From an optimization exercise on the open Yosys and OpenROAD flow, aimed at small area; shortcuts taken in it are not production practice.
Only simulation tests tie the RTL to the original design; equivalence was not proved.
Power is estimated from default activity; no workload was simulated.

==> inputs of run a <==
// ultrasonic_echo_ranger_median3
module ultrasonic_echo_ranger_median3 (
    input  logic        i_clk,
    input  logic        i_rst_n,
    input  logic        i_tick_valid,
    output logic        o_tick_ready,
    input  logic        i_tick_echo,
    input  logic        i_tick_start,
    input  logic        i_cfg_valid,
    output logic        o_cfg_ready,
    input  logic [1:0]  i_cfg_index,
    input  logic [15:0] i_cfg_data,
    output logic        o_res_valid,
    input  logic        i_res_ready,
    output logic        o_res_trigger,
    output logic        o_res_busy,
    output logic        o_res_result_valid,
    output logic [15:0] o_res_median,
    output logic [15:0] o_res_distance
);
export LEC_CHECK = 0
export CAP_MARGIN = 20
export CORE_MARGIN = 2
export CORE_UTILIZATION = 40
export SLEW_MARGIN = 20
create_clock -name core_clock -period 9.0 [get_ports {i_clk}]
standard.sh (not shown) runs the stock make flow with config.mk's settings and CLKGATE_MAP_FILE= SYNTH_SCRIPT=/design/flow/synth_recipe.tcl, a recipe that flattens the netlist after the stock synthesis.
==> flow/flow/run.sh <==
#!/bin/bash
# Own layout flow: the standard ORFS flow (standard.sh) with three changes that only
# affect how the layout is made:
#  - synthesis maps the combinational logic with an area-oriented ABC script;
#  - port buffers are the smallest buffer (buf_1) instead of the default choice;
#  - CTS uses clkbuf_4 and inserts no dummy clock loads.
set -euo pipefail
F=$(cd "$(dirname "$0")" && pwd)
export BUFFER_PORTS_ARGS="-buffer_cell sky130_fd_sc_hd__buf_1"
export CTS_ARGS="-sink_clustering_enable -repair_clock_nets -buf_list sky130_fd_sc_hd__clkbuf_4 -sink_clustering_size 20 -sink_clustering_max_diameter 60 -dont_use_dummy_load"
cp standard.sh standard_sh.txt.log
bash standard.sh SYNTH_SCRIPT="$F/synth_area.tcl" "BUFFER_PORTS_ARGS=$BUFFER_PORTS_ARGS" "CTS_ARGS=$CTS_ARGS" finish > flow_make.log 2>&1
==> flow/flow/abc_area.script <==
strash
dch
map -a
topo
dnsize -c
==> flow/flow/synth_area.tcl <==
# The standard synthesis (synth_recipe.tcl), with ABC mapping the combinational logic for
# area (abc_area.script beside this file) at the real clock period in ps. Registers are
# mapped before ABC runs, so they are the standard synthesis's, with the same names and cells.
set my_abc_script [file join [file dirname [info script]] abc_area.script]
proc abc {args} {
    global my_abc_script
    set out {}
    set skip 0
    foreach a $args {
        if {$skip == 1} { lappend out $my_abc_script; set skip 0; continue }
        if {$skip == 2} { lappend out 9000; set skip 0; continue }
        if {$a eq "-script"} { set skip 1 } elseif {$a eq "-D"} { set skip 2 }
        lappend out $a
    }
    if {[lsearch -exact $out -D] < 0} { lappend out -D 9000 }
    yosys abc {*}$out
}
proc synth {args} { yosys synth -nofsm -noshare {*}$args }
source $::env(SCRIPTS_DIR)/synth.tcl
# left out here: clear keep_hierarchy, flatten, clean up, hide names made inside functions, write 1_2_yosys.v
==> run b (differences from run a) <==
==> flow/flow/run.sh (replaced) <==
#!/bin/bash
# Own layout flow: the standard ORFS flow (standard.sh) with three changes that only
# affect how the layout is made:
#  - synthesis maps the combinational logic with an area-oriented ABC script (registers are
#    the standard synthesis's, renamed to its instance names by match_regs.py);
#  - port buffers are the smallest buffer (buf_1) instead of the default choice;
#  - CTS uses clkbuf_4 and inserts no dummy clock loads.
# Each step's full output goes to a log file in this folder (and ORFS's own logs under orfs/).
set -euo pipefail
F=$(cd "$(dirname "$0")" && pwd)
R=orfs/results/sky130hd/ultrasonic_echo_ranger_median3/base
cp standard.sh standard_sh.txt.log
bash standard.sh synth > std_synth.log 2>&1
cp $R/1_2_yosys.v ref_std_synth.v
mkdir -p std_synth_logs
cp orfs/logs/sky130hd/ultrasonic_echo_ranger_median3/base/1_* std_synth_logs/ 2>/dev/null || true
rm -f $R/1_2_yosys.v $R/1_2_yosys.sdc $R/1_synth.odb $R/1_synth.sdc
# 2. the layout, from the area-mapped synthesis on
export REF_NETLIST=$PWD/ref_std_synth.v
export BUFFER_PORTS_ARGS="-buffer_cell sky130_fd_sc_hd__buf_1"
export CTS_ARGS="-sink_clustering_enable -repair_clock_nets -buf_list sky130_fd_sc_hd__clkbuf_4 -sink_clustering_size 20 -sink_clustering_max_diameter 60 -dont_use_dummy_load"
bash standard.sh SYNTH_SCRIPT="$F/synth_area.tcl" "BUFFER_PORTS_ARGS=$BUFFER_PORTS_ARGS" "CTS_ARGS=$CTS_ARGS" finish > flow_make.log 2>&1
==> flow/flow/abc_area.script (replaced) <==
strash
&get -n
&dch -f
&nf -a -R 1000
&put
topo
dnsize -c
==> flow/flow/match_regs.py (new file) <==
#!/usr/bin/env python3
"""Give each register of a synthesized netlist the instance name that bench's standard
synthesis of the same RTL gave it.

usage: match_regs.py STANDARD.v NETLIST.v

Both netlists come from the same RTL through the same Yosys steps up to the register mapping;
only the combinational mapping differs, which shifts Yosys's automatic _N_ numbering.
Registers are paired by the net on their Q pin. Identifiers of NETLIST.v that would clash with
a new register name are renamed first. NETLIST.v is rewritten in place.
"""
import re
import sys

FLOP = re.compile(r'^\s*(sky130_fd_sc_hd__\w*df\w*)\s+(\S+)\s*\((.*?)\);', re.S | re.M)
IDENT = r'(?:\\\S+|[A-Za-z_][\w$]*)'


def flops(text):
    out = {}
    for m in FLOP.finditer(text):
        typ, name, body = m.group(1), m.group(2), m.group(3)
        q = re.search(r'\.Q\(\s*(' + IDENT + r')\s*\)', body)
        if q is None:
            continue
        out[q.group(1)] = (name, typ)
    return out


def ident_re(name):
    if name.startswith('\\'):
        return re.compile(re.escape(name) + r'(?=\s)')
    return re.compile(r'(?<![\w$\\])' + re.escape(name) + r'(?![\w$])')


def main():
    ref_text = open(sys.argv[1]).read()
    path = sys.argv[2]
    text = open(path).read()
    ref = flops(ref_text)
    mine = flops(text)
    if set(ref) != set(mine):
        sys.exit('match_regs: register Q nets differ: %s' % sorted(set(ref) ^ set(mine))[:10])
    renames = {}
    for q, (name, typ) in mine.items():
        rname, rtyp = ref[q]
        if rtyp != typ:
            sys.exit('match_regs: %s is %s here but %s in the standard synthesis' % (q, typ, rtyp))
        if rname != name:
            renames[name] = rname
    if not renames:
        print('match_regs: all %d registers already match' % len(mine))
        return
    used = set(re.findall(r'(?<![\w$\\])_\w+_(?![\w$])', text))
    targets = set(renames.values())
    # identifiers that would clash with a new register name (and are not being renamed)
    clash = [t for t in targets if t in used and t not in renames]
    k = 0

    def fresh(prefix):
        nonlocal k
        while True:
            k += 1
            cand = '_%s%d_' % (prefix, k)
            if cand not in used and cand not in targets:
                used.add(cand)
                return cand
    # phase 1: move every register to be renamed, and every clashing name, to a fresh name
    temp = {}
    for old in list(renames) + clash:
        temp[old] = fresh('mr')
    for old, new in temp.items():
        text = ident_re(old).sub(new, text)
    # phase 2: give the registers their standard names
    for old, target in renames.items():
        text = ident_re(temp[old]).sub(target, text)
    open(path, 'w').write(text)
    print('match_regs: renamed %d registers, moved %d clashing names' % (len(renames), len(clash)))


if __name__ == '__main__':
    main()
==> flow/flow/synth_area.tcl (replaced) <==
# The standard synthesis (synth_recipe.tcl), with ABC mapping the combinational logic for
# area (abc_area.script beside this file) at the real clock period in ps, and only full adders
# extracted as adder cells. Registers are mapped before ABC runs, so they are the standard
# synthesis's registers and cells; at the end match_regs.py gives each the instance name the
# standard synthesis ($REF_NETLIST) gave it.
set my_flow_dir [file dirname [file normalize [info script]]]
set my_abc_script [file join $my_flow_dir abc_area.script]
proc abc {args} {
    global my_abc_script
    set out {}
    set skip 0
    foreach a $args {
        if {$skip == 1} { lappend out $my_abc_script; set skip 0; continue }
        if {$skip == 2} { lappend out 9000; set skip 0; continue }
        if {$a eq "-script"} { set skip 1 } elseif {$a eq "-D"} { set skip 2 }
        lappend out $a
    }
    if {[lsearch -exact $out -D] < 0} { lappend out -D 9000 }
    yosys abc {*}$out
}
# only full adders become adder cells; half adders are left to ABC with the rest of the logic
proc extract_fa {args} { yosys extract_fa -fa }
proc synth {args} { yosys synth -nofsm -noshare {*}$args }
source $::env(SCRIPTS_DIR)/synth.tcl
# left out here: clear keep_hierarchy, flatten, clean up, hide names made inside functions, write 1_2_yosys.v
puts [exec python3 [file join $my_flow_dir match_regs.py] $::env(REF_NETLIST) $::env(RESULTS_DIR)/1_2_yosys.v]
CAP_MARGIN = 10   (was 20)
SLEW_MARGIN = 10   (was 20)
==> run c (differences from run a) <==
==> flow/run.sh (new file) <==
#!/bin/bash
# synth_recipe.tcl (not shown) runs the flow's synth.tcl, then flattens the netlist and writes it again
# the make line also repeats each setting of config.mk as NAME=value (left out here)
make -C /OpenROAD-flow-scripts/flow DESIGN_CONFIG=/design/flow/config.mk WORK_HOME=/design/flow/orfs CLKGATE_MAP_FILE= SYNTH_SCRIPT=/design/flow/synth_recipe.tcl finish
CTS_BUF_LIST = sky130_fd_sc_hd__clkbuf_4   (was unset)
CTS_CLUSTER_DIAMETER = 60   (was unset)
CTS_CLUSTER_SIZE = 20   (was unset)
removed: flow/flow/run.sh
removed: flow/flow/abc_area.script
removed: flow/flow/synth_area.tcl
removed: flow/standard.sh
==> comparison <==
In run a the clock-buffer cell count is lower than in run c, by 4.
Of run c and run a, run c has the higher critical path depth (gap 1).
In flip-flop and latch count, run a and run b do not differ.
In run c the core utilization is higher than in run a, by 2.2 points.
Against run a, the global-route usage of run b is lower by 0.55 points.
==> figures <==
metric                                                             run a       run c       run b
Outcome                                 no timing/DRC/antenna violations  no timing/DRC/antenna violations  no timing/DRC/antenna violations
Net switching power                                           0.000612 W  0.000418 W  0.000407 W
Netlist area before placement                                   6100 µm²    6620 µm²    5910 µm²
Total leakage power                                              2.59 nW     3.03 nW     2.34 nW
Post-route minimum period                                        6.92 ns     7.25 ns     7.78 ns
Placed cell areas                                               6590 µm²    7400 µm²    6440 µm²
Die Ht                                                            128 µm      133 µm      126 µm
Maximum number of pins on one net before global-route repair          29          35          34
Compound-gate portion of the synthesized area                      17.6%       13.3%       11.5%
WP data required                                                 9.40 ns     9.42 ns     9.43 ns
Cell mode on critical path                                          fa_1        fa_1      maj3_1

separate check: timing with driven ports:
No port has a modelled driver above. Below, the same layouts with a new extraction and two added sets of constraints.
Step 1, drivers: a clkbuf_16 drives i_clk and a buf_2 each remaining input, both assumed.
Step 2 adds t to the input delays and takes it off the output delays; t is the mean of the earliest and latest rising clock arrival at the registers after step 1. Input paths then give back, and output paths get back, about the clock's delay inside the block.
a / b / c = ideal / step 1 / step 2; a / b = the first two.
| run | t (ns) | slack for setup (ns) | latest minus earliest clock arrival (ns) | worst slew at a driven data input, ns | pins driven straight from the clock port |
|---|---|---|---|---|---|
| run a | 0.559 | 2.084 / 2.084 / 2.084 | 0.037 / 0.037 | 0.03 | 1 |
| run b | 0.520 | 1.223 / 1.223 / 1.223 | 0.031 / 0.031 | 0.03 | 1 |
| run c | 0.576 | 1.746 / 1.746 / 1.746 | 0.018 / 0.018 | 0.03 | 1 |
After both steps every run listed still meets setup and hold.
